From an optimization exercise on the open Yosys and OpenROAD flow, aimed at small area; shortcuts taken in it are not production practice.
At most, simulation tests tie the RTL to the original design; equivalence was not proved.
Only the layout flow was run in runs 2 and 3; the RTL was not checked for function there.
Power and IR drop assume default switching activity.

File: flow/design.v
`default_nettype none
package ep_reg_pkg;
  typedef logic [16-1:0] reg_addr_t;
  typedef logic [32-1:0] reg_data_t;
  typedef struct packed {
    reg_addr_t addr;
    logic      wren;      
    reg_data_t wr_data;   
  } reg_req_t;
endpackage
`default_nettype wire
`default_nettype none
package ep_dma_pkg;
  typedef logic [64-1:0] dma_word_t;
  typedef logic [$clog2(16):0] tx_level_t;
endpackage
`default_nettype wire
`timescale 1ns/1ns
`default_nettype none
module ep_user_app (
  input  wire logic                  trn_clk_c,
  input  wire logic                  rst_n,
  input  wire logic                  link_up_n,
  input  wire logic                  req,
  input  wire logic [48:0]           reg_req,    
  output logic                       ack,
  output logic [31:0]                rd_data,
  output logic                       tx_valid,
  output logic [63:0]                tx_data,
  input  wire logic                  tx_ready
);
  logic        clr;
  logic [15:0] addr;
  logic        wren;
  logic [31:0] wr_data;
  assign clr     = !rst_n || link_up_n;
  assign addr    = reg_req[48:33];
  assign wren    = reg_req[32];
  assign wr_data = reg_req[31:0];
  logic [1:0] st;
  logic       cmd_valid;
  always_ff @(posedge trn_clk_c) begin
    if (clr) begin
      st <= 2'b00;
    end else begin
      st[0] <= !st[1] && (st[0] || req);
      st[1] <= st[0] || (st[1] && req);
    end
  end
  assign cmd_valid = st[0] && !st[1];
  assign ack       = st[1] && !st[0];
  logic        ctrl_en;
  logic [31:0] scratch;
  logic        hit_ctrl, hit_scr, hit_lo, hit_hi, hit_id;
  logic        sel_scr, sel_id, rd_one;    
  assign hit_ctrl = (addr == 16'h0000);
  assign hit_scr  = (addr == 16'h0001);
  assign hit_lo   = (addr == 16'h0002);
  assign hit_hi   = (addr == 16'h0003);
  assign hit_id   = (addr == 16'h0220);
  always_ff @(posedge trn_clk_c) begin
    if (clr) begin
      ctrl_en <= 1'b0;
      scratch <= '0;
    end else if (cmd_valid && wren) begin
      if (hit_ctrl) ctrl_en <= wr_data[0];
      if (hit_scr)  scratch <= wr_data;
    end
  end
  always_ff @(posedge trn_clk_c) begin
    if (cmd_valid) begin
      sel_scr <= !wren && hit_scr;
      sel_id  <= !wren && hit_id;
      rd_one  <= !wren && hit_ctrl && ctrl_en;
    end
  end
  assign rd_data = ({32{sel_scr}} & scratch)
                 | ({32{sel_id}} & 32'h8888_7777)
                 | {31'b0, rd_one};
  logic [63:0] head;
  logic [3:0]  level;
  logic        push;
  logic [1:0]  pat_load;
  logic        go, pop;
  logic [3:0]  addend;
  logic [63:0] sum;
  assign pat_load[0] = cmd_valid && wren && hit_lo;
  assign pat_load[1] = cmd_valid && wren && hit_hi;
  assign tx_valid = (level != 4'd0);
  assign pop      = tx_valid && tx_ready;
  assign go       = ctrl_en && !(level >= 4'(16 - 2));
  assign addend = (pat_load != 2'b00) ? (level + {3'b0, push}) : {3'b0, pop};
  assign sum    = head + {60'b0, addend};
  always_ff @(posedge trn_clk_c) begin
    if (clr) begin
      head  <= '0;
      level <= '0;
      push  <= 1'b0;
    end else begin
      head[31:0]  <= pat_load[0] ? wr_data : sum[31:0];
      head[63:32] <= pat_load[1] ? wr_data : sum[63:32];
      if (pat_load != 2'b00) begin
        level <= '0;
        push  <= 1'b0;
      end else begin
        level <= level + {3'b0, push} - {3'b0, pop};
        push  <= go;
      end
    end
  end
  assign tx_data = head;
endmodule
`default_nettype wire
File: flow/run.sh
#!/bin/bash
# synth_recipe.tcl (not shown) runs the flow's synth.tcl, then flattens the netlist and writes it again
# the make line also repeats each setting of config.mk as NAME=value (left out here)
make -C /OpenROAD-flow-scripts/flow DESIGN_CONFIG=/design/flow/config.mk WORK_HOME=/design/flow/orfs CLKGATE_MAP_FILE= SYNTH_SCRIPT=/design/flow/synth_recipe.tcl finish
File: flow/config.mk
export PLATFORM = sky130hd
export DESIGN_NAME = ep_user_app
export DESIGN_NICKNAME = ep_user_app
export VERILOG_FILES = /design/flow/design.v
export SDC_FILE = /design/flow/constraint.sdc
export NUM_CORES = 4
export LEC_CHECK = 0
export CAP_MARGIN = 20
export CORE_MARGIN = 2
export CORE_UTILIZATION = 40
export SLEW_MARGIN = 20
File: flow/constraint.sdc
create_clock -name core_clock -period 5.0 [get_ports {trn_clk_c}]
set_input_delay 1.0000 -clock core_clock [delete_from_list [all_inputs] [get_ports {trn_clk_c}]]
set_output_delay 1.0000 -clock core_clock [all_outputs]
set_load 0.01 [all_outputs]
==> summary.txt, run 1 <==
Drt:
- After detailed routing, the number of vias per cell comes to 5.348.
- After detailed routing, the average wire length per cell comes to 17.42 µm.
- The pre-antenna-repair detailed-routing pass consisted of 5 iterations.
- The remaining number of nets flagged by the antenna check after routing is 0.
- The routed design has 17610 µm of wire.
- The starting DRC count in detailed routing is 443.
- The routed layout has 5407 vias.
- The total DRC errors in the routed layout is 0.

STA:
- The number of failing hold endpoints at the final stage is 0.
- The fraction of the cycle the final worst path needs is 0.8574.
- Setup repair after global routing left no endpoint under its margin.
- In the final timing run, aggregate negative setup slack is 0 ns.
- The final-report setup violation count is 0.
- The worst clock skew is 0.007609 ns.
- At the pin with the least slew margin, the transition time is 0.9643 ns.
- The final critical delay including setup and external delays is 4.287 ns.
- The remaining max-slew budget at the tightest pin is 0.3512.
- The maximum achievable frequency is 233.3 MHz.
- The slack of the critical path is 0.7132 ns.
- The max-slew violation total from the final report came to 0.

Floorplanning:
- The floorplan step set the die width to 121.7 µm.
- For this configuration, the core starts out at a cell density of 0.4040.
- The die outline height is 121.7 µm.
- The count of boundary I/O pins is 152.
- The standard-cell row count is 43.
- The core region is 13720 µm².
- The floorplan die area is 14810 µm².

Critical path:
- The signal on the critical path passes through clkdlybuf4s50_1 -> nor4_1 -> and2_1 -> nand4_1 -> o21ai_0 -> ha_1 -> a211o_1 -> a21oi_1 -> or4_1 -> buf_4 -> nor3_1 -> xnor2_1 -> o21ai_1.
- The largest single stage delay on the critical path is 0.57 ns.
- The master of the slowest instance on the critical path is sky130_fd_sc_hd__or4_1.
- The type of element capturing the critical path is a flip-flop.
- Of all nets on the critical path, the largest fanout is 14.
- STA classifies the critical path startpoint as a primary input.
- At the worst endpoint, the required time is 5.21 ns.
- The worst endpoint data arrival time is 4.50 ns.
- The setup path with the least slack is of type in -> reg.
- The depth of the most critical reg-to-reg path is 11.

GRT:
- The initial antenna violation count is 0.
- The first-pass GRT wire length is 27970 µm.
- In the global route stage, overall resource usage came out at 0.2420.
- The aggregate global routing overflow is 0.
- The largest net degree at the start of global routing is 36.
- The via count of the first global-routing pass is 5324.

Place:
- Port buffering added 151 buffers.
- At the placement stage, the worst setup path has a slack of 0.3722 ns.
- The final weighted congestion of routability-driven global placement is 0.8747.
- The sum of net half-perimeters after detailed placement is 13190 µm.

Clocking:
- The TritonCTS clock tree is done.
- The deepest level of the CTS H-tree is 3.
- The number of sinks on the clock net is 107.
- After clock tree synthesis, the clock-pin slew on the worst setup and hold paths is 0.07 ns.
- After clock tree synthesis, the repair step resized 0 gates.
- The number of clock buffers added by TritonCTS is 9.
- Once the clock tree was built, the setup fixing pass inserted 0 buffers.
- The clock latency on the worst-skew pair is 0.35 ns.
- The maximum buffer depth of the clock tree is 2.
- The total of hold buffers inserted after clock tree synthesis is 0.
- Clock tree synthesis selected as its root buffer the cell sky130_fd_sc_hd__clkbuf_16.

Flow run:
- The tool flagged a number of max-cap violations equal to 0.

Outcome:
- The flow ran to the end and the layout has no timing, DRC or antenna violations.

Logic synthesis:
- The top cell type by total area after synthesis is sky130_fd_sc_hd__dfxtp_1.
- For this run, the number of Yosys warnings is 1.
- The number of enable-type register cells in the synthesized netlist is 3.
- In this run the cell area of the synthesized design comes to 5543 µm².
- For this run, the register share of the synthesized area comes to 0.3919.
- The dominant register cell in the synthesized netlist is sky130_fd_sc_hd__dfxtp_1.
- Synthesis inferred 107 register bits.
- The synthesized net count is 759.
- For this run, asynchronously set or reset flops after synthesis account for 0.
- The average cell area after synthesis is 7.964 µm².
- After synthesis, the cell types taking the most area are sky130_fd_sc_hd__dfxtp_1 (38%), sky130_fd_sc_hd__nand2_1 (8.5%), sky130_fd_sc_hd__xnor2_1 (7.6%).
- The area share of the largest cell type after synthesis is 0.3756.
- Synthesis produced a netlist whose cell count is 696.
- After synthesis, the netlist uses 50 different library cells.

Final layout:
- The post-layout net count is 891.
- The fraction of final layout cells with drive strength greater than 1 is 0.04573.
- From synthesis to final layout, the design area changed by 34.38%.
- The total inserted antenna cells is 0.
- Fill cells in the final layout number 1316.

Worst hold path:
- The min-delay analysis places its worst path in the category reg -> reg.
- The hold-critical path depth is 2.

Power:
- The static leakage power is 2.365 nW.
- The worst-case vdd ir drop is 0.1485 mV.
- The power density over the cells is 225.8 nW/µm².
-- critical path, delay by kind of cell --
kind,cells,cell delay [ns]
buf+inv,2,0.63
xor+xnor,1,0.14
compound gates,4,0.72
simple gates,5,1.77
fa+ha+maj,1,0.25
-- report_power, final --
| part | leakage [nW] | switching, mW | total (mW) | internal, mW |
|---|---|---|---|---|
| sequential | 0.864 | 0.00555 | 0.862 | 0.857 |
| clock | 0.141 | 0.317 | 0.712 | 0.396 |
| combinational | 1.36 | 0.0526 | 0.108 | 0.0551 |
| total | 2.36 | 0.375 | 1.68 | 1.31 |
-- logic make-up after synthesis --
logic type | share of synthesized area
compound gates | 0.1492
xor+xnor | 0.1011
fa+ha+maj | 0.02167
buf+inv | 0.04402
flops | 0.3919
mux | 0.001806
simple gates | 0.2903
-- Yosys cell counts (4+ instances only) --
cell type	n
sky130_fd_sc_hd__nor3_2	5
sky130_fd_sc_hd__xor2_1	16
sky130_fd_sc_hd__inv_1	16
sky130_fd_sc_hd__and2_1	22
sky130_fd_sc_hd__nand3_1	26
sky130_fd_sc_hd__nand4_1	16
sky130_fd_sc_hd__nor3_1	12
sky130_fd_sc_hd__a21oi_1	62
sky130_fd_sc_hd__nor4_1	18
sky130_fd_sc_hd__and4_1	6
sky130_fd_sc_hd__and3_1	8
sky130_fd_sc_hd__a211oi_1	11
sky130_fd_sc_hd__clkbuf_1	27
sky130_fd_sc_hd__dfxtp_1	104
sky130_fd_sc_hd__nor2_1	42
sky130_fd_sc_hd__or4_1	5
sky130_fd_sc_hd__buf_2	4
sky130_fd_sc_hd__nand2_1	125
sky130_fd_sc_hd__o21ai_1	16
sky130_fd_sc_hd__nor2b_1	5
sky130_fd_sc_hd__o21ai_0	34
sky130_fd_sc_hd__ha_1	8
sky130_fd_sc_hd__xnor2_1	48
sky130_fd_sc_hd__a21o_1	17
-- stage by stage --
step                hold WS [ns]  total power [mW]  instances    util  area, µm²
floorplan                 0.4175            0.9077        696       -       5543
global placement          0.4364            0.9892        997  0.5223       7166
detailed placement        0.4425            0.9887        997  0.5223       7166
CTS                       0.4565             1.689       1011  0.5429       7448
global route              0.4695             1.731       1011  0.5429       7448
finish                    0.4532             1.682       1011  0.5429       7448
-- flip-flops by register name, summed over array words and instances (netlist names) --
signal   flops
ctrl_en      1
head        64
level        4
push         1
rd_one       1
scratch     32
sel_id       1
sel_scr      1
st           2
-- path summary, 6_finish.rpt --
path / startpoint / to / slack (ns)
worst max register to register: st[1]$_SDFF_PP0_ / head[55]$_SDFF_PP0_ / 1.52
worst min-delay path: scratch[29]$_SDFFE_PP0P_ / scratch[29]$_SDFFE_PP0P_ / 0.45
worst max-delay path: reg_req[47] / head[55]$_SDFF_PP0_ / 0.71
worst min register to register: scratch[29]$_SDFFE_PP0P_ / scratch[29]$_SDFFE_PP0P_ / 0.45
-- cell usage in the layout, fill, tap and decap left out, types with 2 or more instances in the layout --
| cell | n |
|---|---|
| sky130_fd_sc_hd__ha_1 | 8 |
| sky130_fd_sc_hd__o21ai_0 | 34 |
| sky130_fd_sc_hd__edfxtp_1 | 3 |
| sky130_fd_sc_hd__nand4_1 | 16 |
| sky130_fd_sc_hd__nor3b_1 | 3 |
| sky130_fd_sc_hd__nor3_2 | 5 |
| sky130_fd_sc_hd__a211oi_1 | 11 |
| sky130_fd_sc_hd__nor4_2 | 3 |
| sky130_fd_sc_hd__clkinv_2 | 2 |
| sky130_fd_sc_hd__buf_4 | 9 |
| sky130_fd_sc_hd__or4_1 | 5 |
| sky130_fd_sc_hd__nor3_1 | 12 |
| sky130_fd_sc_hd__nand4_2 | 2 |
| sky130_fd_sc_hd__dfxtp_1 | 104 |
| sky130_fd_sc_hd__a211o_1 | 2 |
| sky130_fd_sc_hd__xnor2_1 | 48 |
| sky130_fd_sc_hd__and2_1 | 22 |
| sky130_fd_sc_hd__nor2b_1 | 5 |
| sky130_fd_sc_hd__nand2b_1 | 2 |
| sky130_fd_sc_hd__or3_1 | 3 |
| sky130_fd_sc_hd__a21oi_1 | 62 |
| sky130_fd_sc_hd__nand2_1 | 125 |
| sky130_fd_sc_hd__nor4_1 | 18 |
| sky130_fd_sc_hd__clkdlybuf4s50_1 | 151 |
| sky130_fd_sc_hd__xor2_1 | 16 |
| sky130_fd_sc_hd__inv_1 | 16 |
| sky130_fd_sc_hd__nor2_1 | 42 |
| sky130_fd_sc_hd__nand3_1 | 26 |
| sky130_fd_sc_hd__and3_1 | 8 |
| sky130_fd_sc_hd__o21ai_1 | 16 |
| sky130_fd_sc_hd__clkbuf_16 | 9 |
| sky130_fd_sc_hd__nor4b_1 | 2 |
| sky130_fd_sc_hd__and4_1 | 6 |
| sky130_fd_sc_hd__a21o_1 | 17 |
-- layout make-up --
type / instances / area, µm² / share of cell area
Tap cell: 180 / 225.2 / 0.03024
Clock buffer: 11 / 242.7 / 0.03259
Inverter: 16 / 60.06 / 0.008063
Sequential cell: 107 / 2172 / 0.2916
Timing Repair Buffer: 160 / 1579 / 0.2120
Multi-Input combinational cell: 534 / 3129 / 0.4201
Clock inverter: 3 / 40.04 / 0.005375
-- layer usage --
| metal | vias to the layer above | GRT usage | wire length, µm | part of all wire |
|---|---|---|---|---|
| met3 | 18 | 0.03792 | 1017 | 0.058 |
| met1 | 2540 | 0.3361 | 8318 | 0.47 |
| met5 | - | 0 | 0 | 0 |
| li1 | 2675 | - | - | - |
| met4 | 0 | 0.07471 | 298 | 0.017 |
| met2 | 174 | 0.3880 | 7976 | 0.45 |
==> run 2: changes to the inputs <==
--- a/flow/design.v
+++ b/flow/design.v
@@ -58,14 +58,11 @@
   assign hit_lo   = (addr == 16'h0002);
   assign hit_hi   = (addr == 16'h0003);
   assign hit_id   = (addr == 16'h0220);
+  logic [31:0] wd;
+  assign wd = clr ? 32'b0 : wr_data;
   always_ff @(posedge trn_clk_c) begin
-    if (clr) begin
-      ctrl_en <= 1'b0;
-      scratch <= '0;
-    end else if (cmd_valid && wren) begin
-      if (hit_ctrl) ctrl_en <= wr_data[0];
-      if (hit_scr)  scratch <= wr_data;
-    end
+    if (clr || (cmd_valid && wren && hit_ctrl)) ctrl_en <= wd[0];
+    if (clr || (cmd_valid && wren && hit_scr))  scratch <= wd;
   end
   always_ff @(posedge trn_clk_c) begin
     if (cmd_valid) begin
@@ -92,13 +89,12 @@
   assign addend = (pat_load != 2'b00) ? (level + {3'b0, push}) : {3'b0, pop};
   assign sum    = head + {60'b0, addend};
   always_ff @(posedge trn_clk_c) begin
+    head[31:0]  <= (clr || pat_load[0]) ? wd : sum[31:0];
+    head[63:32] <= (clr || pat_load[1]) ? wd : sum[63:32];
     if (clr) begin
-      head  <= '0;
       level <= '0;
       push  <= 1'b0;
     end else begin
-      head[31:0]  <= pat_load[0] ? wr_data : sum[31:0];
-      head[63:32] <= pat_load[1] ? wr_data : sum[63:32];
       if (pat_load != 2'b00) begin
         level <= '0;
         push  <= 1'b0;
--- a/flow/config.mk
+++ b/flow/config.mk
@@ -5,7 +5,9 @@
 export SDC_FILE = /design/flow/constraint.sdc
 export NUM_CORES = 4
 export LEC_CHECK = 0
+export ABC_AREA = 1
 export CAP_MARGIN = 20
 export CORE_MARGIN = 2
 export CORE_UTILIZATION = 40
+export CTS_BUF_LIST = sky130_fd_sc_hd__clkbuf_4 sky130_fd_sc_hd__clkbuf_8
 export SLEW_MARGIN = 20
==> summary.txt, run 2 <==
STA:
- The max-slew violation total from the final report is 0 (unchanged).
- The worst hold slack across all endpoints is 0.4952 ns (+0.04201 ns).
- The fraction of the cycle the final worst path needs is 0.7507 (-0.1067).
- The worst-margin pin slew is 1.038 ns (+0.07385 ns).
- Setup repair after global routing left no endpoint under its margin.
- The remaining max-slew budget at the tightest pin came to 0.3079 (-0.04330).
- The final critical delay including setup and external delays is 3.753 ns (-0.5335 ns).
- The worst clock skew came to 0.009659 ns (+0.002050 ns).
- The maximum achievable frequency is 266.4 MHz (+14%).
- The number of failing hold endpoints at the final stage is 0 (unchanged).
- The final-report setup violation count was 0 (unchanged).
- The sum of negative setup slack was 0 ns (unchanged).

Place:
- The sum of net half-perimeters after detailed placement is 17710 µm (+34%).
- The final weighted congestion of routability-driven global placement is 0.9532 (+9.0%).
- The number of I/O port buffers is 151 (unchanged).

Critical path:
- The kind of cell with the highest combined delay along the critical path is simple AND/OR/NAND/NOR gates.
- The critical register-to-register path startpoint is st[0]$_SDFF_PP0_.
- The destination of the worst register-to-register timing path is head[58]$_DFF_P_.
- The critical path data required time is 5.30 ns (+0.09 ns).
- The master of the slowest instance on the critical path is sky130_fd_sc_hd__clkdlybuf4s50_1.
- The depth of the most critical reg-to-reg path came to 19 (+8).
- The maximum fanout count along the critical path is 6 (-8).
- The critical path goes through clkdlybuf4s50_1 -> or2_1 -> nor3_4 -> nand3_1 -> nand2_1 -> nand2_1 -> o21ai_0 -> ha_1 -> fa_1 -> nand3_1 -> nand2_1 -> nand3_1 -> nor2_1 -> nand2_1 -> nand2_1 -> nand2_1 -> nand2_1 -> nand2_1.
- The setup path with the least slack is of type in -> reg.
- The worst endpoint data arrival time is 4.05 ns (-0.45 ns).
- The count of buffering cells on the critical path with inverters included is 1 (-1).
- The delay of the slowest cell on the worst path is 0.39 ns (-0.18 ns).
- The register-to-register setup slack was 1.91 ns (+0.39 ns).
- The cell with the most instances on the worst path is sky130_fd_sc_hd__nand2_1.
- The type of element capturing the critical path is a flip-flop.
- STA classifies the critical path startpoint as a primary input.

Logic synthesis:
- The register bit count reported by yosys came to 107 (unchanged).
- The area share of the largest cell type after synthesis came to 0.2302 (-0.1454).
- The sequential-to-total area share from yosys stat is 0.3886 (-0.003298).
- By area the synthesized netlist is led by sky130_fd_sc_hd__nand2_1 (23%), sky130_fd_sc_hd__dfxtp_1 (22%), sky130_fd_sc_hd__edfxtp_1 (17%).
- The synthesized design spends more area on one cell type than any other, namely sky130_fd_sc_hd__nand2_1.
- By instance count, the leading cell after synthesis is sky130_fd_sc_hd__nand2_1.
- The synthesized net count is 1054 (+39%).
- The average cell area after synthesis is 6.498 µm² (-18%).
- The number of cells produced by synthesis is 991 (+42%).
- Counting instances in the post-synthesis netlist gives the leading cell types as sky130_fd_sc_hd__nand2_1 (395), sky130_fd_sc_hd__nor2_1 (157), sky130_fd_sc_hd__inv_1 (118).
- The number of warning messages in the yosys log was 1 (unchanged).
- The number of enable-type register cells in the synthesized netlist was 36 (+33).
- The post-synthesis instance area is 6440 µm² (+16%).
- The async set or reset register ratio after synthesis is 0 (unchanged).
- The dominant register cell in the synthesized netlist is sky130_fd_sc_hd__dfxtp_1.
- The count of different cell masters after synthesis is 36 (-28%).

Final layout:
- The count of filler cells inserted in the layout was 1648 (+25%).
- The largest registers in the layout are head x64, scratch x32, level x4.
- The library cell used most frequently in the layout, excluding fill and tap cells, is sky130_fd_sc_hd__nand2_1.
- In the layout the commonest cells are sky130_fd_sc_hd__nand2_1 (395), sky130_fd_sc_hd__nor2_1 (157), sky130_fd_sc_hd__clkdlybuf4s50_1 (151).
- The multi-input logic area is 3361 µm² (+7.4%).
- More flip-flops sit in one register than any other, and that register is head.
- The number of flip-flops under the largest register name is 64 (unchanged).
- The area growth from synthesis to final layout is 29.59%.
- The total inserted antenna cells is 0 (unchanged).
- The post-layout net count is 1200 (+35%).
- The sequential standard cell area is 2502 µm² (+15%).
- The fraction of final layout cells with drive strength greater than 1 came to 0.04116 (-0.004572).

Floorplanning:
- The die outline height is 130.9 µm (+7.5%).
- The initial standard-cell utilization of the core is 0.4069 (+0.002865).
- The horizontal extent of the die is 130.9 µm (+7.5%).
- The standard-cell row count is 46 (+7.0%).
- The floorplan die area was 17130 µm² (+16%).
- The count of boundary I/O pins is 152 (unchanged).
- The core region area is 15830 µm² (+15%).

Power:
- The worst-case vdd ir drop is 0.1348 mV (-9.2%).
- The share of total power consumed by net switching is 0.2686 (+0.04577).
- The share of total power in sequential cells is 0.537 (+0.024).
- The share of total power in the clock network is 0.330 (-0.093).
- The switching power came to 503.7 µW (+34%).
- The share of total power in combinational logic was 0.133 (+0.069).
- The power density over the cells is 224.7 nW/µm² (-0.51%).
- The static leakage power came to 3.587 nW (+52%).
- The internal power component is 1.371 mW (+4.9%).

GRT:
- The initial antenna violation count is 2 (+2).
- The largest net degree at the start of global routing came to 36 (unchanged).
- The global-route usage over all layers is 0.2661 (+0.02406).
- The first-pass GRT wire length came to 33500 µm (+20%).
- The via count of the first global-routing pass is 5852 (+9.9%).
- The aggregate global routing overflow is 0 (unchanged).

Worst hold path:
- The worst hold path terminates at st[0]$_SDFF_PP0_.
- The worst hold-check path type is reg -> reg.
- The startpoint identified for the worst hold timing path is st[1]$_SDFF_PP0_.
- The hold-critical path depth came to 1 (-1).

Drt:
- The remaining number of nets flagged by the antenna check after routing is 0 (unchanged).
- The wire length reported by the detailed router is 22430 µm (+27%).
- The number of vias per cell came to 4.818 (-9.9%).
- The via total after detailed routing is 6543 (+21%).
- The starting DRC count in detailed routing came to 447 (+0.90%).
- The number of detailed-route iterations in the first pass is 5 (unchanged).
- The total DRC errors in the routed layout is 0 (unchanged).
- The final routed wire length divided by cell count is 16.51 µm (-5.2%).

Clocking:
- The post-CTS setup buffer count is 0 (unchanged).
- The clock latency on the worst-skew pair is 0.39 ns (+0.04 ns).
- The number of sinks on the clock net is 107 (unchanged).
- The number of resized instances in the post-cts repair step was 0 (unchanged).
- The total of hold buffers inserted after clock tree synthesis is 0 (unchanged).
- In this run the clock root is driven by a sky130_fd_sc_hd__clkbuf_8.
- The TritonCTS clock tree is done.
- The maximum buffer depth of the clock tree came to 2 (unchanged).
- The clock transition at the registers of the reported paths is 0.11 ns (+0.04 ns).
- The deepest level of the CTS H-tree is 3 (unchanged).
- The CTS buffer count is 9 (unchanged).

Flow run:
- The count of maximum capacitance violations is 0 (unchanged).

Outcome:
- The flow ran to the end and the layout has no timing, DRC or antenna violations.
run 2: kinds of logic after synthesis:
kind of cell | synth area share
xor+xnor | 0.03944
simple gates | 0.4051
compound gates | 0.05809
fa+ha+maj | 0.01865
flops | 0.3886
buf+inv | 0.09015
run 2: worst max path at each step:
stage | from | end | slack, ns | cells past startpoint
after floorplan | reg_req[44] | scratch[0]$_DFFE_PP_ | 0.58 | 4
after global placement | reg_req[44] | head[58]$_DFF_P_ | 0.99 | 18
after detailed placement | reg_req[44] | head[58]$_DFF_P_ | 0.87 | 18
after CTS | reg_req[44] | head[58]$_DFF_P_ | 1.29 | 18
after global routing | reg_req[44] | head[58]$_DFF_P_ | 0.98 | 18
final | reg_req[44] | head[58]$_DFF_P_ | 1.25 | 18
run 2: stage by stage:
| stage | instance area (µm²) | cells | util | worst slack [ns] | total power [mW] |
|---|---|---|---|---|---|
| floorplan | 6440 | 991 | - | 0.5815 | 1.120 |
| global placement | 8122 | 1342 | 0.5131 | 0.9873 | 1.274 |
| detailed placement | 8122 | 1342 | 0.5131 | 0.8705 | 1.275 |
| CTS | 8346 | 1358 | 0.5273 | 1.289 | 1.883 |
| global route | 8346 | 1358 | 0.5273 | 0.9756 | 1.949 |
| finish | 8346 | 1358 | 0.5273 | 1.247 | 1.875 |
run 2: layer usage:
layer	vias up	part of all wire	global-route usage
met5	-	0	0
met4	0	0.015	0.06195
met3	24	0.067	0.05375
met2	205	0.43	0.4078
met1	2946	0.49	0.3869
li1	3368	-	-
run 2: power by group through the flow:
stage	registers (mW)	logic (mW)	clock network, mW
3_3_place_gp	1.03	0.249	0
2_1_floorplan	1.02	0.104	0
6_report	1.01	0.250	0.619
5_1_grt	1.01	0.274	0.662
3_5_place_dp	1.02	0.250	0
4_1_cts	1.01	0.252	0.626
run 2: layout make-up:
cell class | count | area share
inverter | 121 | 0.05442
timing repair buffer | 154 | 0.1838
sequential | 107 | 0.2999
clock buffer | 11 | 0.01664
multi-input combinational | 744 | 0.4027
tap | 216 | 0.03238
clock inverter | 5 | 0.01019
==> run 3: changes to the inputs <==
==> flow/flow/run.sh (new file) <==
#!/bin/bash
# Standard ORFS layout; only the port buffers use the smallest buffer cell.
set -euo pipefail
export BUFFER_PORTS_ARGS="-buffer_cell sky130_fd_sc_hd__buf_1"
bash standard.sh "BUFFER_PORTS_ARGS=$BUFFER_PORTS_ARGS" finish > standard_flow.log 2>&1
==> flow/standard.sh (new file) <==
#!/bin/bash
# synth_recipe.tcl (not shown) runs the flow's synth.tcl, then flattens the netlist and writes it again
# the make line also repeats each setting of config.mk as NAME=value (left out here)
make -C /OpenROAD-flow-scripts/flow DESIGN_CONFIG=/design/flow/config.mk WORK_HOME=/design/flow/orfs CLKGATE_MAP_FILE= SYNTH_SCRIPT=/design/flow/synth_recipe.tcl "${@:-finish}"
removed: flow/run.sh
==> summary.txt, run 3 <==
GRT:
- The initial antenna violation count is 1 (-1).
- The first-pass GRT wire length is 32400 µm (-3.3%).
- The largest net degree at the start of global routing is 36 (unchanged).
- The global-route usage over all layers is 0.2567 (-0.009377).
- The aggregate global routing overflow is 0 (unchanged).
- The via count of the first global-routing pass came to 5866 (+0.24%).

STA:
- The worst clock skew is 0.01058 ns (+0.0009164 ns).
- The number of failing hold endpoints at the final stage is 0 (unchanged).
- The worst-margin pin slew is 1.041 ns (+0.003103 ns).
- The maximum achievable frequency is 292.2 MHz (+9.7%).
- The remaining max-slew budget at the tightest pin was 0.3058 (-0.002069).
- The max-slew violation total from the final report is 0 (unchanged).
- The sum of negative setup slack is 0 ns (unchanged).
- Setup repair after global routing left no endpoint under its margin.
- The final critical delay including setup and external delays was 3.422 ns (-0.3309 ns).
- The final-report setup violation count is 0 (unchanged).
- The fraction of the cycle the final worst path needs is 0.6845 (-0.06618).

Drt:
- The starting DRC count in detailed routing came to 422 (-5.6%).
- The total DRC errors in the routed layout is 0 (unchanged).
- The wire length reported by the detailed router is 21540 µm (-3.9%).
- The number of vias per cell is 4.821 (about the same).
- The final routed wire length divided by cell count came to 15.87 µm (-3.9%).
- The via total after detailed routing was 6542 (-0.015%).
- The remaining number of nets flagged by the antenna check after routing is 0 (unchanged).
- The number of detailed-route iterations in the first pass came to 5 (unchanged).

Critical path:
- The critical path depth came to 18 (unchanged).
- The worst setup path is captured at a flip-flop.
- The delay of the slowest cell on the worst path is 0.37 ns (-0.02 ns).
- The depth of the most critical reg-to-reg path came to 16 (-3).
- The critical path goes through buf_1 -> or2_1 -> nor3_4 -> nand3_1 -> nand2_1 -> nand2_1 -> o21ai_0 -> ha_1 -> fa_1 -> nand3_1 -> nand2_1 -> nand3_1 -> nor2_1 -> nand2_1 -> nand2_1 -> nand2_1 -> nand2_1 -> nand2_1.
- The slowest stage of the critical path belongs to the cell sky130_fd_sc_hd__nor2_1.
- The family with the most delay on the worst path is simple AND/OR/NAND/NOR gates.
- The critical path is of the in -> reg type.
- The critical path startpoint category is a primary input.
- The worst endpoint data arrival time is 3.71 ns (-0.34 ns).
- The count of buffering cells on the critical path with inverters included is 1 (unchanged).
- The maximum fanout count along the critical path was 6 (unchanged).
- The critical path data required time is 5.29 ns (about the same).
- The cell that appears most often on the critical path is sky130_fd_sc_hd__nand2_1.

Clocking:
- The deepest level of the CTS H-tree came to 3 (unchanged).
- The clock latency on the worst-skew pair is 0.39 ns (about the same).
- The master cell of the clock root buffer is sky130_fd_sc_hd__clkbuf_8.
- The CTS buffer count is 9 (unchanged).
- TritonCTS built the clock tree.
- The post-CTS setup buffer count is 0 (unchanged).
- The number of resized instances in the post-cts repair step is 0 (unchanged).
- The number of sinks on the clock net is 107 (unchanged).
- The clock transition at the registers of the reported paths is 0.11 ns (about the same).
- The total of hold buffers inserted after clock tree synthesis is 0 (unchanged).
- The maximum buffer depth of the clock tree is 2 (unchanged).

Logic synthesis:
- The average cell area after synthesis is 6.498 µm² (unchanged).
- The number of warning messages in the yosys log is 1 (unchanged).
- The number of cells produced by synthesis is 991 (unchanged).
- The post-synthesis instance area came to 6440 µm² (unchanged).
- The area share of the largest cell type after synthesis was 0.2302 (unchanged).
- The sequential-to-total area share from yosys stat is 0.3886 (unchanged).
- The synthesized net count came to 1054 (unchanged).
- The dominant register cell in the synthesized netlist is sky130_fd_sc_hd__dfxtp_1.
- The count of different cell masters after synthesis is 36 (unchanged).
- The synthesized design spends more area on one cell type than any other, namely sky130_fd_sc_hd__nand2_1.
- The number of enable-type register cells in the synthesized netlist came to 36 (unchanged).
- By area the synthesized netlist is led by sky130_fd_sc_hd__nand2_1 (23%), sky130_fd_sc_hd__dfxtp_1 (22%), sky130_fd_sc_hd__edfxtp_1 (17%).
- The async set or reset register ratio after synthesis was 0 (unchanged).
- In the synthesized netlist, the cells that appear most often are sky130_fd_sc_hd__nand2_1 (395), sky130_fd_sc_hd__nor2_1 (157), sky130_fd_sc_hd__inv_1 (118).
- The register bit count reported by yosys came to 107 (unchanged).
- In the post-synthesis netlist, the cell with the most instances is sky130_fd_sc_hd__nand2_1.

Floorplanning:
- The initial standard-cell utilization of the core came to 0.4069 (unchanged).
- The standard-cell row count is 46 (unchanged).
- The core region area was 15830 µm² (unchanged).
- The count of boundary I/O pins came to 152 (unchanged).
- The horizontal extent of the die came to 130.9 µm (unchanged).
- The die outline height came to 130.9 µm (unchanged).
- The floorplan die area was 17130 µm² (unchanged).

Power:
- The power density over the cells is 230.7 nW/µm² (+2.7%).
- The static leakage power is 3.185 nW (-11%).
- The worst-case vdd ir drop came to 0.1103 mV (-18%).

Final layout:
- The largest registers in the layout are head x64, scratch x32, level x4.
- The number of flip-flops under the largest register name is 64 (unchanged).
- The total inserted antenna cells is 0 (unchanged).
- The final core utilization came to 0.4641 (-0.06316).
- The library cells used most frequently in the layout, excluding fill and tap cells, are sky130_fd_sc_hd__nand2_1 (395), sky130_fd_sc_hd__nor2_1 (157), sky130_fd_sc_hd__buf_1 (151).
- The register with the most flip-flops is head.
- The sequential standard cell area is 2502 µm² (unchanged).
- The area growth from synthesis to final layout is 14.07%.
- The multi-input logic area is 3361 µm² (unchanged).
- The count of filler cells inserted in the layout is 1768 (+7.3%).
- The post-layout net count is 1199 (-0.083%).
- The final standard cell count with taps included and fillers excluded is 1357 (-0.074%).
- The most common library cell in the layout ignoring fill and taps is sky130_fd_sc_hd__nand2_1.
- The fraction of final layout cells with drive strength greater than 1 is 0.03944 (-0.001717).

Worst hold path:
- The path class of the tightest hold or removal check is reg -> reg.
- The hold-critical path depth came to 2 (+1).

Place:
- The number of I/O port buffers is 151 (unchanged).
- The sum of net half-perimeters after detailed placement is 17180 µm (-3.0%).
- The final weighted congestion of routability-driven global placement is 0.9399 (-1.4%).
- The instance count after placement with tap cells included is 1341 (-0.075%).

Flow run:
- The count of maximum capacitance violations is 0 (unchanged).

Outcome:
- The flow ran to the end and the layout has no timing, DRC or antenna violations.
run 3: logic make-up (layout without fill, tap and decap cells):
kind of cell               after synthesis  in the layout  share of synthesized area
adders and majority gates                9              9                    0.01865
AOI/OAI and AO/OA                       60             60                    0.05809
xor gates and xnor gates                29             29                    0.03944
buffers and inverters                  140            290                    0.09015
DFF                                    107            107                     0.3886
and+or+nand+nor                        646            646                     0.4051
run 3: area by class of cell:
| type | count | share of cell area |
|---|---|---|
| tap | 216 | 0.03679 |
| sequential | 107 | 0.3407 |
| inverter | 121 | 0.06183 |
| clock buffer | 9 | 0.01686 |
| clock inverter | 7 | 0.007154 |
| multi-input combinational | 744 | 0.4575 |
| timing repair buffer | 153 | 0.07920 |
run 3: final timing paths:
path / start / to / slack, ns
setup / recovery: reg_req[44] / head[58]$_DFF_P_ / 1.58
hold / removal: st[0]$_SDFF_PP0_ / st[1]$_SDFF_PP0_ / 0.50
setup reg to reg: st[0]$_SDFF_PP0_ / head[58]$_DFF_P_ / 1.90
hold reg to reg: st[0]$_SDFF_PP0_ / st[1]$_SDFF_PP0_ / 0.50
run 3: report_power, final:
group / switching [mW] / internal (mW) / leakage, nW
registers: 0.0552 / 0.950 / 0.971
logic: 0.123 / 0.0600 / 2.13
clock network: 0.321 / 0.185 / 0.0852
run 3: tightest hold or removal path: stages, from the launching register on:
cell	delay [ns]
sky130_fd_sc_hd__dfxtp_1	0.34
sky130_fd_sc_hd__inv_2	0.06
sky130_fd_sc_hd__a211oi_1	0.06
run 3: through the flow:
step	setup slack, ns	power, mW	hold WS, ns	instance area [µm²]
finish	1.578	1.695	0.4992	7346
global route	1.253	1.772	0.5305	7346
CTS	1.614	1.710	0.4994	7346
detailed placement	1.201	1.208	0.4702	7169
global placement	1.319	1.206	0.4715	7169
floorplan	0.5815	1.120	0.4468	6440
run 3: per-layer routing:
layer / track usage / up-vias / share of wire / wire [µm]
met5: 0 / - / 0 / 0
met4: 0.1101 / 0 / 0.032 / 684
met3: 0.03094 / 34 / 0.060 / 1282
met2: 0.3888 / 203 / 0.42 / 9114
met1: 0.3699 / 2945 / 0.49 / 10460
li1: - / 3360 / - / -
==> run 4: changes to the inputs <==
--- a/flow/design.v
+++ b/flow/design.v
@@ -87,7 +87,25 @@
   assign pop      = tx_valid && tx_ready;
   assign go       = ctrl_en && !(level >= 4'(16 - 2));
   assign addend = (pat_load != 2'b00) ? (level + {3'b0, push}) : {3'b0, pop};
-  assign sum    = head + {60'b0, addend};
+  logic [4:0]  lo_sum;
+  logic [14:0] grp_ones;                  
+  logic [15:0] below_ones;                
+  logic [59:0] run_ones;                  
+  assign lo_sum = {1'b0, head[3:0]} + {1'b0, addend};
+  always_comb begin
+    below_ones[0] = 1'b1;
+    for (int k = 0; k < 15; k++) begin
+      grp_ones[k]       = &head[4*k+4 +: 4];
+      below_ones[k + 1] = below_ones[k] & grp_ones[k];
+    end
+    for (int k = 0; k < 15; k++) begin
+      run_ones[4*k]     = below_ones[k];
+      run_ones[4*k + 1] = below_ones[k] & head[4*k+4];
+      run_ones[4*k + 2] = below_ones[k] & (&head[4*k+4 +: 2]);
+      run_ones[4*k + 3] = below_ones[k] & (&head[4*k+4 +: 3]);
+    end
+  end
+  assign sum = {head[63:4] ^ ({60{lo_sum[4]}} & run_ones), lo_sum[3:0]};
   always_ff @(posedge trn_clk_c) begin
     head[31:0]  <= (clr || pat_load[0]) ? wd : sum[31:0];
     head[63:32] <= (clr || pat_load[1]) ? wd : sum[63:32];
==> flow/flow/run.sh (replaced) <==
#!/bin/bash
# ORFS layout through the standard.sh, with three changes:
#  - synthesis: no Kogge-Stone carry map, no full/half-adder cell map, and an
#    area-leaning ABC script (flow/abc_area.script); registers are unchanged
#  - port buffers use the smallest buffer cell
set -euo pipefail
W=$(pwd)
export MY_ABC_SCRIPT=$W/flow/abc_area.script
export BUFFER_PORTS_ARGS="-buffer_cell sky130_fd_sc_hd__buf_1"
bash standard.sh \
  "SYNTH_SCRIPT=$W/flow/synth.tcl" \
  "SYNTH_OPERATIONS_ARGS=-nofsm" \
  "ADDER_MAP_FILE=" \
  "BUFFER_PORTS_ARGS=$BUFFER_PORTS_ARGS" \
  finish > standard_flow.log 2>&1
==> flow/flow/abc_area.script (new file) <==
strash
&get -n
&st
&syn3
&dch -f
&nf -a -R 1000
&put
topo
==> flow/flow/synth.tcl (new file) <==
proc synth {args} { yosys synth -nofsm -noshare {*}$args }
proc abc {args} {
  set i [lsearch -exact $args -script]
  if {$i >= 0 && [info exists ::env(MY_ABC_SCRIPT)] && $::env(MY_ABC_SCRIPT) ne ""} {
    set args [lreplace $args [expr {$i + 1}] [expr {$i + 1}] $::env(MY_ABC_SCRIPT)]
  }
  yosys abc {*}$args
}
source $::env(SCRIPTS_DIR)/synth.tcl
# left out here: clear keep_hierarchy, flatten, clean up, hide names made inside functions, write 1_2_yosys.v
--- a/flow/config.mk
+++ b/flow/config.mk
@@ -5,7 +5,6 @@
 export SDC_FILE = /design/flow/constraint.sdc
 export NUM_CORES = 4
 export LEC_CHECK = 0
-export ABC_AREA = 1
 export CAP_MARGIN = 20
 export CORE_MARGIN = 2
 export CORE_UTILIZATION = 40
==> summary.txt, run 4 <==
Place:
- The instance count after placement with tap cells included came to 841 (-37%).
- The minimum setup slack after placement came to -0.07342 ns (-1.274 ns).
- The final weighted congestion of routability-driven global placement is 0.8431 (-10%).
- The number of I/O port buffers is 151 (unchanged).
- The sum of net half-perimeters after detailed placement is 9721 µm (-43%).

Clocking:
- The CTS buffer count was 9 (unchanged).
- The clock latency on the worst-skew pair is 0.39 ns (about the same).
- TritonCTS built the clock tree.
- The number of sinks on the clock net is 107 (unchanged).
- The deepest level of the CTS H-tree is 3 (unchanged).
- The number of resized instances in the post-cts repair step was 0 (unchanged).
- The clock transition at the registers of the reported paths is 0.11 ns (about the same).
- In this run the clock root is driven by a sky130_fd_sc_hd__clkbuf_8.
- The total of hold buffers inserted after clock tree synthesis is 0 (unchanged).
- The post-CTS setup buffer count is 0 (unchanged).
- The maximum buffer depth of the clock tree is 2 (unchanged).

Floorplanning:
- The count of boundary I/O pins is 152 (unchanged).
- The die outline height is 114.0 µm (-13%).
- The horizontal extent of the die is 114.0 µm (-13%).
- The core region area is 11910 µm² (-25%).
- The floorplan die area is 12990 µm² (-24%).
- The initial standard-cell utilization of the core is 0.4060 (-0.0008901).
- The standard-cell row count is 40 (-13%).

Logic synthesis:
- The top cell type by total area after synthesis is sky130_fd_sc_hd__dfxtp_1.
- The count of different cell masters after synthesis is 33 (-8.3%).
- The number of warning messages in the yosys log is 1 (unchanged).
- Yosys instantiated no cell more often than sky130_fd_sc_hd__dfxtp_1.
- The number of enable-type register cells in the synthesized netlist is 36 (unchanged).
- The dominant register cell in the synthesized netlist is sky130_fd_sc_hd__dfxtp_1.
- After synthesis, the most frequently instantiated cells are sky130_fd_sc_hd__dfxtp_1 (71), sky130_fd_sc_hd__nor2_1 (66), sky130_fd_sc_hd__a21oi_1 (58).
- In the post-synthesis netlist, the biggest area contributors are sky130_fd_sc_hd__dfxtp_1 (29%), sky130_fd_sc_hd__edfxtp_1 (22%), sky130_fd_sc_hd__a21oi_1 (6.0%).
- The synthesized net count was 584 (-45%).
- The average cell area after synthesis is 9.124 µm² (+40%).
- The post-synthesis instance area came to 4836 µm² (-25%).
- The area share of the largest cell type after synthesis is 0.2939 (+0.06369).
- The number of cells produced by synthesis is 530 (-47%).
- The async set or reset register ratio after synthesis is 0 (unchanged).
- The sequential-to-total area share from yosys stat is 0.5175 (+0.1289).
- The register bit count reported by yosys is 107 (unchanged).

Drt:
- The number of vias per cell was 5.128 (+6.4%).
- The final routed wire length divided by cell count is 15.47 µm (-2.6%).
- The via total after detailed routing is 4400 (-33%).
- The remaining number of nets flagged by the antenna check after routing is 0 (unchanged).
- The wire length reported by the detailed router is 13270 µm (-38%).
- The number of detailed-route iterations in the first pass was 4 (-1).
- The total DRC errors in the routed layout came to 0 (unchanged).
- The starting DRC count in detailed routing is 216 (-49%).

GRT:
- The aggregate global routing overflow is 0 (unchanged).
- The first-pass GRT wire length was 20550 µm (-37%).
- The global-route usage over all layers was 0.2043 (-0.05246).
- The via count of the first global-routing pass is 4029 (-31%).
- The largest net degree at the start of global routing came to 61 (+69%).
- The initial antenna violation count is 0 (-1).

Critical path:
- The critical path data required time is 5.25 ns (-0.04 ns).
- The worst setup path is of the in -> reg kind.
- The type of element capturing the critical path is a flip-flop.
- The critical path startpoint category is a primary input.
- The worst endpoint data arrival time is 4.78 ns (+1.07 ns).
- The maximum fanout count along the critical path is 11 (+5).

STA:
- The number of failing hold endpoints at the final stage is 0 (unchanged).
- The fraction of the cycle the final worst path needs was 0.9069 (+0.2224).
- The final critical delay including setup and external delays is 4.535 ns (+1.112 ns).
- The worst clock skew is 0.01746 ns (+0.006889 ns).
- The max-slew violation total from the final report is 0 (unchanged).
- Setup repair after global routing left no endpoint under its margin.
- The worst hold slack across all endpoints is 0.4670 ns (-0.03221 ns).
- The remaining max-slew budget at the tightest pin is 0.4950 (+0.1892).
- The sum of negative setup slack came to 0 ns (unchanged).
- The slack of the critical path is 0.4655 ns (-1.112 ns).
- The final-report setup violation count is 0 (unchanged).
- The worst-margin pin slew is 0.7574 ns (-0.2838 ns).
- The maximum achievable frequency is 220.5 MHz (-25%).

Final layout:
- The final standard cell count with taps included and fillers excluded is 858 (-37%).
- Leaving out fill and tap cells, the most frequent cells in the layout are sky130_fd_sc_hd__buf_1 (151), sky130_fd_sc_hd__dfxtp_1 (71), sky130_fd_sc_hd__nor2_1 (65).
- The area growth from synthesis to final layout is 23.36%.
- The most common library cell in the layout ignoring fill and taps is sky130_fd_sc_hd__buf_1.
- The total inserted antenna cells is 0 (unchanged).
- In the final layout, the registers with the most flip-flops are head x64, scratch x32, level x4.
- The number of flip-flops under the largest register name is 64 (unchanged).
- The post-layout net count is 760 (-37%).
- The fraction of final layout cells with drive strength greater than 1 was 0.05063 (+0.01119).
- The register with the most flip-flops is head.

Power:
- The static leakage power was 2.189 nW (-31%).
- The total chip power is 1.835 mW (+8.3%).
- The internal power component is 1.313 mW (+9.9%).
- The share of total power in the clock network is 0.307 (+0.008).
- The share of total power consumed by net switching came to 0.2842 (-0.01068).
- The worst-case vdd ir drop is 0.1182 mV (+7.2%).
- The switching power is 521.5 µW (+4.4%).
- The power density over the cells came to 307.6 nW/µm² (+33%).
- The share of total power in combinational logic was 0.133 (+0.025).
- The share of total power in sequential cells is 0.560 (-0.033).

Worst hold path:
- The worst hold-check path type is reg -> reg.

Flow run:
- The count of maximum capacitance violations is 0 (unchanged).

Outcome:
- The run finished with no timing, DRC or antenna violations.
[run 4: metal layers]
metal / vias to the layer above / GRT usage / wire (µm)
li1: 2207 / - / -
met1: 2049 / 0.2774 / 6233
met2: 128 / 0.3290 / 6216
met3: 16 / 0.03241 / 612
met4: 0 / 0.07805 / 207
met5: - / 0 / 0
[run 4: final cells by class]
| class | instances | area, µm² |
|---|---|---|
| timing repair buffer | 165 | 699.4 |
| clock buffer | 10 | 137.6 |
| tap | 147 | 183.9 |
| multi-input combinational | 397 | 2275 |
| fill | 1190 | 5946 |
| clock inverter | 6 | 70.07 |
| inverter | 26 | 97.59 |
| sequential | 107 | 2502 |
[run 4: cells by family after synthesis]
logic type	synth area share
fa+ha+maj	0.002070
simple gates	0.2290
buf+inv	0.02018
xor+xnor	0.08331
flops	0.5175
compound gates	0.1480
[run 4: path summary, 6_finish.rpt]
| kind | start | slack [ns] | end | cells after the start |
|---|---|---|---|---|
| worst max-delay path | reg_req[46] | 0.47 | head[22]$_DFF_P_ | 20 |
| worst min-delay path | st[1]$_SDFF_PP0_ | 0.47 | st[0]$_SDFF_PP0_ | 1 |
| worst max register to register | st[0]$_SDFF_PP0_ | 0.79 | head[22]$_DFF_P_ | 19 |
| worst min register to register | st[1]$_SDFF_PP0_ | 0.47 | st[0]$_SDFF_PP0_ | 1 |
[run 4: power by group through the flow]
stage	Clock (mW)	Combinational, mW	Sequential (mW)
finish	0.563	0.244	1.03
CTS	0.578	0.243	1.03
global route	0.611	0.272	1.04
global placement	0	0.237	1.05
detailed placement	0	0.241	1.05
floorplan	0	0.125	1.06
[run 4: stage by stage]
stage | area, µm² | utilization
floorplan | 4840 | -
global placement | 5700 | 0.4786
detailed placement | 5728 | 0.4809
CTS | 5936 | 0.4983
global route | 5966 | 0.5008
finish | 5966 | 0.5008
[run 4: worst max-delay path: stages]
cell and delay (ns):
sky130_fd_sc_hd__buf_1 0.07, sky130_fd_sc_hd__nor4_1 0.27, sky130_fd_sc_hd__nand3_1 0.17, sky130_fd_sc_hd__nor4_2 0.31, sky130_fd_sc_hd__nand3_1 0.23, sky130_fd_sc_hd__a21oi_1 0.17, sky130_fd_sc_hd__a21oi_1 0.07, sky130_fd_sc_hd__nand2_1 0.11
sky130_fd_sc_hd__clkinv_1 0.10, sky130_fd_sc_hd__maj3_1 0.41, sky130_fd_sc_hd__o21ai_0 0.35, sky130_fd_sc_hd__a21oi_2 0.11, sky130_fd_sc_hd__buf_4 0.18, sky130_fd_sc_hd__and2_0 0.15, sky130_fd_sc_hd__and4_1 0.21, sky130_fd_sc_hd__and2_0 0.22
sky130_fd_sc_hd__and3_1 0.26, sky130_fd_sc_hd__a31o_1 0.23, sky130_fd_sc_hd__nand3_1 0.07, sky130_fd_sc_hd__o21ai_0 0.11
==> run 5: changes to the inputs <==
--- a/flow/design.v
+++ b/flow/design.v
@@ -60,10 +60,12 @@
   assign hit_id   = (addr == 16'h0220);
   logic [31:0] wd;
   assign wd = clr ? 32'b0 : wr_data;
+  logic [31:0] scratch_n;
   always_ff @(posedge trn_clk_c) begin
     if (clr || (cmd_valid && wren && hit_ctrl)) ctrl_en <= wd[0];
-    if (clr || (cmd_valid && wren && hit_scr))  scratch <= wd;
+    if (clr || (cmd_valid && wren && hit_scr))  scratch_n <= ~wd;
   end
+  assign scratch = ~scratch_n;
   always_ff @(posedge trn_clk_c) begin
     if (cmd_valid) begin
       sel_scr <= !wren && hit_scr;
--- a/flow/flow/run.sh
+++ b/flow/flow/run.sh
@@ -3,6 +3,7 @@
 #  - synthesis: no Kogge-Stone carry map, no full/half-adder cell map, and an
 #    area-leaning ABC script (flow/abc_area.script); registers are unchanged
 #  - port buffers use the smallest buffer cell
+#  - clock tree synthesis without dummy loads
 set -euo pipefail
 W=$(pwd)
 export MY_ABC_SCRIPT=$W/flow/abc_area.script
@@ -12,4 +13,5 @@
   "SYNTH_OPERATIONS_ARGS=-nofsm" \
   "ADDER_MAP_FILE=" \
   "BUFFER_PORTS_ARGS=$BUFFER_PORTS_ARGS" \
+  "CTS_ARGS=-sink_clustering_enable -repair_clock_nets -dont_use_dummy_load -buf_list {sky130_fd_sc_hd__clkbuf_4 sky130_fd_sc_hd__clkbuf_8}" \
   finish > standard_flow.log 2>&1
--- a/flow/config.mk
+++ b/flow/config.mk
@@ -7,6 +7,6 @@
 export LEC_CHECK = 0
 export CAP_MARGIN = 20
 export CORE_MARGIN = 2
-export CORE_UTILIZATION = 40
+export CORE_UTILIZATION = 65
 export CTS_BUF_LIST = sky130_fd_sc_hd__clkbuf_4 sky130_fd_sc_hd__clkbuf_8
 export SLEW_MARGIN = 20
==> summary.txt, run 5 <==
Outcome:
- The run finished with no timing, DRC or antenna violations.

Clocking:
- The TritonCTS clock tree is done.
- The CTS buffer count is 9 (unchanged).
- The number of sinks on the clock net is 107 (unchanged).
- The clock latency on the worst-skew pair is 0.37 ns (-0.02 ns).
- The maximum buffer depth of the clock tree is 2 (unchanged).
- The post-CTS setup buffer count is 0 (unchanged).
- The master cell of the clock root buffer is sky130_fd_sc_hd__clkbuf_8.
- The clock transition at the registers of the reported paths is 0.11 ns (about the same).
- The deepest level of the CTS H-tree was 3 (unchanged).

Floorplanning:
- The floorplan die area was 7912 µm² (-39%).
- The standard-cell row count is 30 (-25%).
- The core region area is 6907 µm² (-42%).
- The horizontal extent of the die came to 88.95 µm (-22%).
- The count of boundary I/O pins came to 152 (unchanged).
- The initial standard-cell utilization of the core is 0.6792 (+0.2732).
- The die outline height is 88.95 µm (-22%).

Power:
- The switching power came to 428.5 µW (-18%).
- The internal power component is 1.189 mW (-9.4%).
- The share of total power in combinational logic was 0.120 (-0.013).
- The power density over the cells came to 284.8 nW/µm² (-7.4%).
- The worst-case vdd ir drop is 0.2199 mV (+86%).
- The share of total power consumed by net switching is 0.2648 (-0.01938).
- The share of total power in sequential cells was 0.619 (+0.059).
- The share of total power in the clock network is 0.260 (-0.047).
- The static leakage power is 1.989 nW (-9.1%).

Logic synthesis:
- By count the netlist is led by sky130_fd_sc_hd__nand2_1 (72), sky130_fd_sc_hd__dfxtp_1 (71), sky130_fd_sc_hd__o21ai_0 (65).
- The register bit count reported by yosys is 107 (unchanged).
- The dominant register cell in the synthesized netlist is sky130_fd_sc_hd__dfxtp_1.
- The synthesized net count was 566 (-3.1%).
- The sequential-to-total area share from yosys stat is 0.5335 (+0.01601).
- The number of enable-type register cells in the synthesized netlist is 36 (unchanged).
- The number of cells produced by synthesis came to 512 (-3.4%).
- The synthesized-area fraction occupied by adder cells came to 0.002134 (+0.00006404).
- The async set or reset register ratio after synthesis is 0 (unchanged).
- The post-synthesis instance area is 4691 µm² (-3.0%).
- The count of different cell masters after synthesis is 35 (+6.1%).
- The complex-gate fraction of the synthesized area came to 0.1547 (+0.006713).
- The top cell type by total area after synthesis is sky130_fd_sc_hd__dfxtp_1.
- The parity-gate share of the synthesized area counting xor and xnor cells came to 0.05788 (-0.02543).
- The area share of the largest cell type after synthesis is 0.3030 (+0.009094).
- By area, the combinational part of the netlist is dominated by simple AND/OR/NAND/NOR gates.
- The number of warning messages in the yosys log is 1 (unchanged).
- Sorting the synthesized cells by area gives the leading types as sky130_fd_sc_hd__dfxtp_1 (30%), sky130_fd_sc_hd__edfxtp_1 (23%), sky130_fd_sc_hd__o21ai_0 (6.9%).
- In the post-synthesis netlist, the cell with the most instances is sky130_fd_sc_hd__nand2_1.
- The basic-gate share of the synthesized area counting and, or, nand and nor cells was 0.2441 (+0.01509).
- The multiplexer area fraction after synthesis is 0.002134 (+0.002134).
- The average cell area after synthesis came to 9.162 µm² (+0.41%).

Final layout:
- The fraction of final layout cells with drive strength greater than 1 is 0.04658 (-0.004054).
- The final core utilization is 0.8225 (+0.3216).
- The total inserted antenna cells is 0 (unchanged).
- The number of flip-flops under the largest register name is 64 (unchanged).
- The post-layout net count was 743 (-2.2%).
- The most common library cell in the layout ignoring fill and taps is sky130_fd_sc_hd__buf_1.
- Leaving out fill and tap cells, the most frequent cells in the layout are sky130_fd_sc_hd__buf_1 (151), sky130_fd_sc_hd__nand2_1 (71), sky130_fd_sc_hd__dfxtp_1 (71).
- The largest registers in the layout are head x64, scratch_n x32, level x4.
- The register with the most flip-flops is head.
- The area growth from synthesis to final layout is 21.10%.

STA:
- The worst-margin pin slew is 0.9856 ns (+0.2281 ns).
- Setup repair after global routing left no endpoint under its margin.
- The remaining max-slew budget at the tightest pin is 0.3389 (-0.1562).
- The fraction of the cycle the final worst path needs is 0.9203 (+0.01342).
- The slack of the critical path is 0.3984 ns (-0.06712 ns).
- The final-report setup violation count came to 0 (unchanged).
- The final critical delay including setup and external delays is 4.602 ns (+0.06712 ns).
- The worst clock skew is 0.04025 ns (+0.02278 ns).
- The max-slew violation total from the final report came to 0 (unchanged).
- The maximum achievable frequency was 217.3 MHz (-1.5%).
- The number of failing hold endpoints at the final stage is 0 (unchanged).

Drt:
- The total DRC errors in the routed layout is 0 (unchanged).
- The via total after detailed routing came to 4602 (+4.6%).
- The number of vias per cell is 5.877 (+15%).
- The remaining number of nets flagged by the antenna check after routing is 0 (unchanged).
- The starting DRC count in detailed routing is 274 (+27%).
- The number of detailed-route iterations in the first pass is 5 (+1).
- The wire length reported by the detailed router is 12730 µm (-4.1%).
- The final routed wire length divided by cell count is 16.26 µm (+5.1%).

GRT:
- The first-pass GRT wire length is 19550 µm (-4.8%).
- The aggregate global routing overflow came to 0 (unchanged).
- The largest net degree at the start of global routing is 51 (-16%).
- The global-route usage over all layers is 0.3215 (+0.1172).
- The initial antenna violation count is 0 (unchanged).
- The via count of the first global-routing pass is 4111 (+2.0%).

Worst hold path:
- The source of the worst hold timing path is st[1]$_SDFF_PP0_.
- In this run the worst hold path is classified as reg -> reg.

Critical path:
- The critical path data required time came to 5.23 ns (-0.02 ns).
- The register-to-register setup slack is 1.18 ns (+0.39 ns).
- The maximum fanout count along the critical path was 5 (-6).
- The startpoint identified for the worst register-to-register timing path is st[0]$_SDFF_PP0_.
- The worst setup path is captured at a flip-flop.
- The worst setup path is of the in -> reg kind.
- The first element of the critical path is reg_req[46].
- STA classifies the critical path startpoint as a primary input.
- The worst endpoint data arrival time is 4.84 ns (+0.06 ns).

Place:
- The final weighted congestion of routability-driven global placement is 0.8873 (+5.2%).
- The number of I/O port buffers is 151 (unchanged).
- The minimum setup slack after placement came to -0.1505 ns (-0.07706 ns).
- The sum of net half-perimeters after detailed placement is 9028 µm (-7.1%).

Flow run:
- The count of maximum capacitance violations is 0 (unchanged).
==> run 5: cell types whose count changed in the layout (fill, tap and decap cells not counted), sizes merged, moves of 7 or more <==
cell and delta:
a21o -25, a21oi -27, and2 -31, clkinv -22, nand2 +22, nand3 +14, nor2 -21, o21ai +44
o21bai +17, or2 +9, or3 +7, xor2 -14
==> run 5: kinds of logic after synthesis <==
kind of cell	count (synthesis)
buf+inv	7
compound gates	128
simple gates	237
mux	1
xor+xnor	31
flops	107
fa+ha+maj	1
==> run 5: final timing paths <==
path / end / cells after the start
setup / recovery: head[62]$_DFF_P_ / 24
setup reg to reg: head[62]$_DFF_P_ / 20
hold / removal: st[0]$_SDFF_PP0_ / 1
hold reg to reg: st[0]$_SDFF_PP0_ / 1
==> run 5: routing by layer <==
| metal | wire length, µm | vias to the layer above | global-route usage |
|---|---|---|---|
| met5 | 0 | - | 0 |
| met1 | 5252 | 2153 | 0.4277 |
| met4 | 210 | 0 | 0.1126 |
| li1 | - | 2196 | - |
| met3 | 1108 | 23 | 0.05448 |
| met2 | 6157 | 230 | 0.5360 |
==> run 5: area by class of cell <==
cell class	instances	area, µm²
flip-flops and latches	107	2502
multi-input cells	398	2208
fillers	489	1226
repair buffers	166	699.4
clock buffers	9	123.9
well taps	96	120.1
inverters	7	26.28
==> run 5: what timing repair did <==
| item | in CTS | in global routing |
|---|---|---|
| hold buffers | 0 | 0 |
| gates resized for setup | 0 | 4 |
| endpoints found under the setup margin | 0 | 3 |
==> run 5: stage by stage <==
| step | total power, mW | instances | instance area, µm² | setup TNS, ns | hold slack, ns |
|---|---|---|---|---|---|
| after floorplan | 1.118 | 512 | 4695 | 0 | 0.4216 |
| after global placement | 1.200 | 773 | 5509 | 0 | 0.4320 |
| after detailed placement | 1.212 | 774 | 5537 | -0.3829 | 0.4444 |
| after CTS | 1.609 | 783 | 5660 | 0 | 0.4428 |
| after global routing | 1.667 | 783 | 5680 | 0 | 0.4631 |
| final | 1.618 | 783 | 5680 | 0 | 0.4344 |
==> run 5: power groups by stage <==
stage | registers, mW | logic, mW | clock network (mW)
6_report | 1.00 | 0.195 | 0.421
5_1_grt | 1.01 | 0.216 | 0.442
4_1_cts | 1.00 | 0.194 | 0.415
3_5_place_dp | 1.02 | 0.192 | 0
3_3_place_gp | 1.02 | 0.184 | 0
2_1_floorplan | 1.02 | 0.0938 | 0
==> run 5: critical path, cell delays in order <==
cell	delay [ns]
sky130_fd_sc_hd__buf_1	0.07
sky130_fd_sc_hd__nor4_1	0.28
sky130_fd_sc_hd__nand3_1	0.12
sky130_fd_sc_hd__or3_1	0.37
sky130_fd_sc_hd__nor3_2	0.18
sky130_fd_sc_hd__nand4_1	0.22
sky130_fd_sc_hd__mux2i_1	0.24
sky130_fd_sc_hd__nand2_1	0.11
sky130_fd_sc_hd__clkinv_1	0.07
sky130_fd_sc_hd__maj3_1	0.21
sky130_fd_sc_hd__a21o_1	0.12
sky130_fd_sc_hd__o21ai_0	0.14
sky130_fd_sc_hd__a21oi_2	0.20
sky130_fd_sc_hd__and3_1	0.20
sky130_fd_sc_hd__nand4_1	0.19
sky130_fd_sc_hd__clkinv_1	0.11
sky130_fd_sc_hd__nand2_1	0.10
sky130_fd_sc_hd__nor2_1	0.19
sky130_fd_sc_hd__nand3_2	0.15
sky130_fd_sc_hd__nor2_4	0.16
sky130_fd_sc_hd__nand3_1	0.13
sky130_fd_sc_hd__xnor2_1	0.14
sky130_fd_sc_hd__nand2_1	0.06
sky130_fd_sc_hd__o21ai_0	0.09
==> run 6: changes to the inputs <==
--- a/flow/flow/run.sh
+++ b/flow/flow/run.sh
@@ -1,5 +1,5 @@
 #!/bin/bash
-# ORFS layout through the standard.sh, with three changes:
+# ORFS layout through the standard.sh, with these changes:
 #  - synthesis: no Kogge-Stone carry map, no full/half-adder cell map, and an
 #    area-leaning ABC script (flow/abc_area.script); registers are unchanged
 #  - port buffers use the smallest buffer cell
==> flow/flow/abc_area.script (replaced) <==
strash
dc2
strash
&get -n
&st
&syn3
&dc2
&dch -f
&nf -a -R 1000
&put
strash
dc2
strash
&get -n
&st
&dch -f
&nf -a -R 1000
&put
topo
==> summary.txt, run 6 <==
Outcome:
- The run stopped with a tool error.
- It got as far as clock tree synthesis and failed there.
- The tool reported: "[ERROR DPL-0038] Utilization greater than 100%, impossible to legalize".

Floorplanning:
- The horizontal extent of the die came to 87.56 µm (-1.6%).
- The count of boundary I/O pins is 152 (unchanged).
- The initial standard-cell utilization of the core is 0.6717 (-0.007500).
- The die outline height is 87.56 µm (-1.6%).
- The standard-cell row count was 30 (unchanged).

Place:
- The instance count after placement with tap cells included came to 750 (-3.1%).
- The sum of net half-perimeters after detailed placement is 9587 µm (+6.2%).
- The final weighted congestion of routability-driven global placement is 0.8298 (-6.5%).
- The minimum setup slack after placement is -3.081 ns (-2.931 ns).
- The number of I/O port buffers is 151 (unchanged).

Logic synthesis:
- The most used flip-flop cell after synthesis is sky130_fd_sc_hd__dfxtp_1.
- The number of warning messages in the yosys log was 1 (unchanged).
- The count of different cell masters after synthesis is 30 (-14%).
- The area share of the largest cell type after synthesis is 0.3132 (+0.01019).
- The register bit count reported by yosys came to 107 (unchanged).
- By count the netlist is led by sky130_fd_sc_hd__dfxtp_1 (71), sky130_fd_sc_hd__nand2_1 (66), sky130_fd_sc_hd__a22oi_1 (60).
- The sequential-to-total area share from yosys stat is 0.5514 (+0.01794).
- The multiplexer area fraction after synthesis is 0.002206 (+0.00007178).
- The basic-gate share of the synthesized area counting and, or, nand and nor cells is 0.1492 (-0.09491).
- The parity-gate share of the synthesized area counting xor and xnor cells is 0.1004 (+0.04248).
- The number of cells produced by synthesis is 449 (-12%).
- The top cell type by total area after synthesis is sky130_fd_sc_hd__dfxtp_1.
- In the post-synthesis netlist, the biggest area contributors are sky130_fd_sc_hd__dfxtp_1 (31%), sky130_fd_sc_hd__edfxtp_1 (24%), sky130_fd_sc_hd__a22oi_1 (9.9%).
- The post-synthesis instance area is 4538 µm² (-3.3%).
- The average cell area after synthesis came to 10.11 µm² (+10%).
- The most numerous cell in the Yosys netlist is sky130_fd_sc_hd__dfxtp_1.
- The synthesized net count came to 503 (-11%).
- The synthesized-area fraction occupied by adder cells is 0.004411 (+0.002277).
- The complex-gate fraction of the synthesized area is 0.1776 (+0.02285).
- The async set or reset register ratio after synthesis is 0 (unchanged).
- The number of enable-type register cells in the synthesized netlist is 36 (unchanged).
- After synthesis, the largest family of logic cells by area is compound AO/OA/AOI/OAI gates.

Clocking:
- The number of resized instances in the post-cts repair step is 25 (+25).
- The master cell of the clock root buffer is sky130_fd_sc_hd__clkbuf_8.
- The deepest level of the CTS H-tree is 3 (unchanged).
- The number of sinks on the clock net is 107 (unchanged).
- The post-CTS setup buffer count is 77 (+77).
- The total of hold buffers inserted after clock tree synthesis is 0 (unchanged).
- The maximum buffer depth of the clock tree is 2 (unchanged).
- The CTS buffer count is 9 (unchanged).
==> run 6: changes by cell type after synthesis, moves of 7 or more <==
cell	before	now
sky130_fd_sc_hd__nand3_1	35	22
sky130_fd_sc_hd__a22oi_1	0	60
sky130_fd_sc_hd__clkinv_1	7	18
sky130_fd_sc_hd__a21o_1	4	16
sky130_fd_sc_hd__and3_1	16	3
sky130_fd_sc_hd__nand2b_1	7	0
sky130_fd_sc_hd__or3_1	11	1
sky130_fd_sc_hd__or2_0	10	1
sky130_fd_sc_hd__nand4_1	15	0
sky130_fd_sc_hd__o21ai_0	65	5
sky130_fd_sc_hd__a21oi_1	31	8
sky130_fd_sc_hd__xnor2_1	27	45
==> run 6: power by group through the flow <==
| stage | Combinational [mW] | Sequential, mW | Clock [mW] |
|---|---|---|---|
| detailed placement | 0.108 | 0.953 | 0 |
| global placement | 0.104 | 0.951 | 0 |
| floorplan | 0.0496 | 0.951 | 0 |
==> run 6: per-stage QoR <==
step | TNS [ns] | area (µm²)
2_1_floorplan | -56.31 | 4921
3_5_place_dp | -56.79 | 6132
3_3_place_gp | -47.31 | 6132
==> run 6: how the worst max path moves through the flow <==
stage	cells after the start	slack, ns	startpoint	endpoint
after floorplan	46	-3.13	reg_req[46]	head[63]$_DFF_P_
after global placement	47	-2.72	reg_req[46]	head[63]$_DFF_P_
after detailed placement	47	-3.08	reg_req[46]	head[63]$_DFF_P_
==> run 6: cells by family after synthesis <==
kind of cell,Yosys count
AO/OA/AOI/OAI,112
XOR/XNOR,52
adder cells (fa/ha/maj),2
buffers and inverters,18
flip-flops,107
multiplexers,1
AND/OR/NAND/NOR,157

[static timing again, ports no longer ideal]
The results above use ideal ports. As a check the final layouts listed here were re-extracted and re-timed, cells and wires unchanged. Step 1: set_driving_cell puts a clkbuf_16 on trn_clk_c and a buf_2 on each other input, an assumption about the parent block. Step 2, shift: input delay + t, output delay - t, t = (earliest + latest rising clock arrival at the registers) / 2. This alone moves slack from input paths to output paths. Slacks: ideal / step 1 / step 2; pairs: ideal / step 1.
run | t (ns) | setup slack, ns | worst hold slack (ns) | slew at the worst register clock pin (ns) | cell pins on the clock port's net
run 1 | 0.393 | 0.713 / 0.726 / 0.333 | 0.453 / 0.453 / 0.453 | 0.07 / 0.07 | 1
run 2 | 0.428 | 1.247 / 1.267 / 0.839 | 0.495 / 0.495 / 0.495 | 0.11 / 0.11 | 1
run 3 | 0.426 | 1.578 / 1.590 / 1.164 | 0.499 / 0.499 / 0.499 | 0.11 / 0.11 | 1
run 4 | 0.412 | 0.465 / 0.480 / 0.067 | 0.467 / 0.467 / 0.467 | 0.11 / 0.11 | 1
run 5 | 0.385 | 0.398 / 0.411 / 0.026 | 0.434 / 0.434 / 0.434 | 0.11 / 0.11 | 1
After both steps every run listed still meets setup and hold. The setup slack of run 3, which loses most, moves by +0.012 ns with the drivers and by -0.414 ns with both steps.
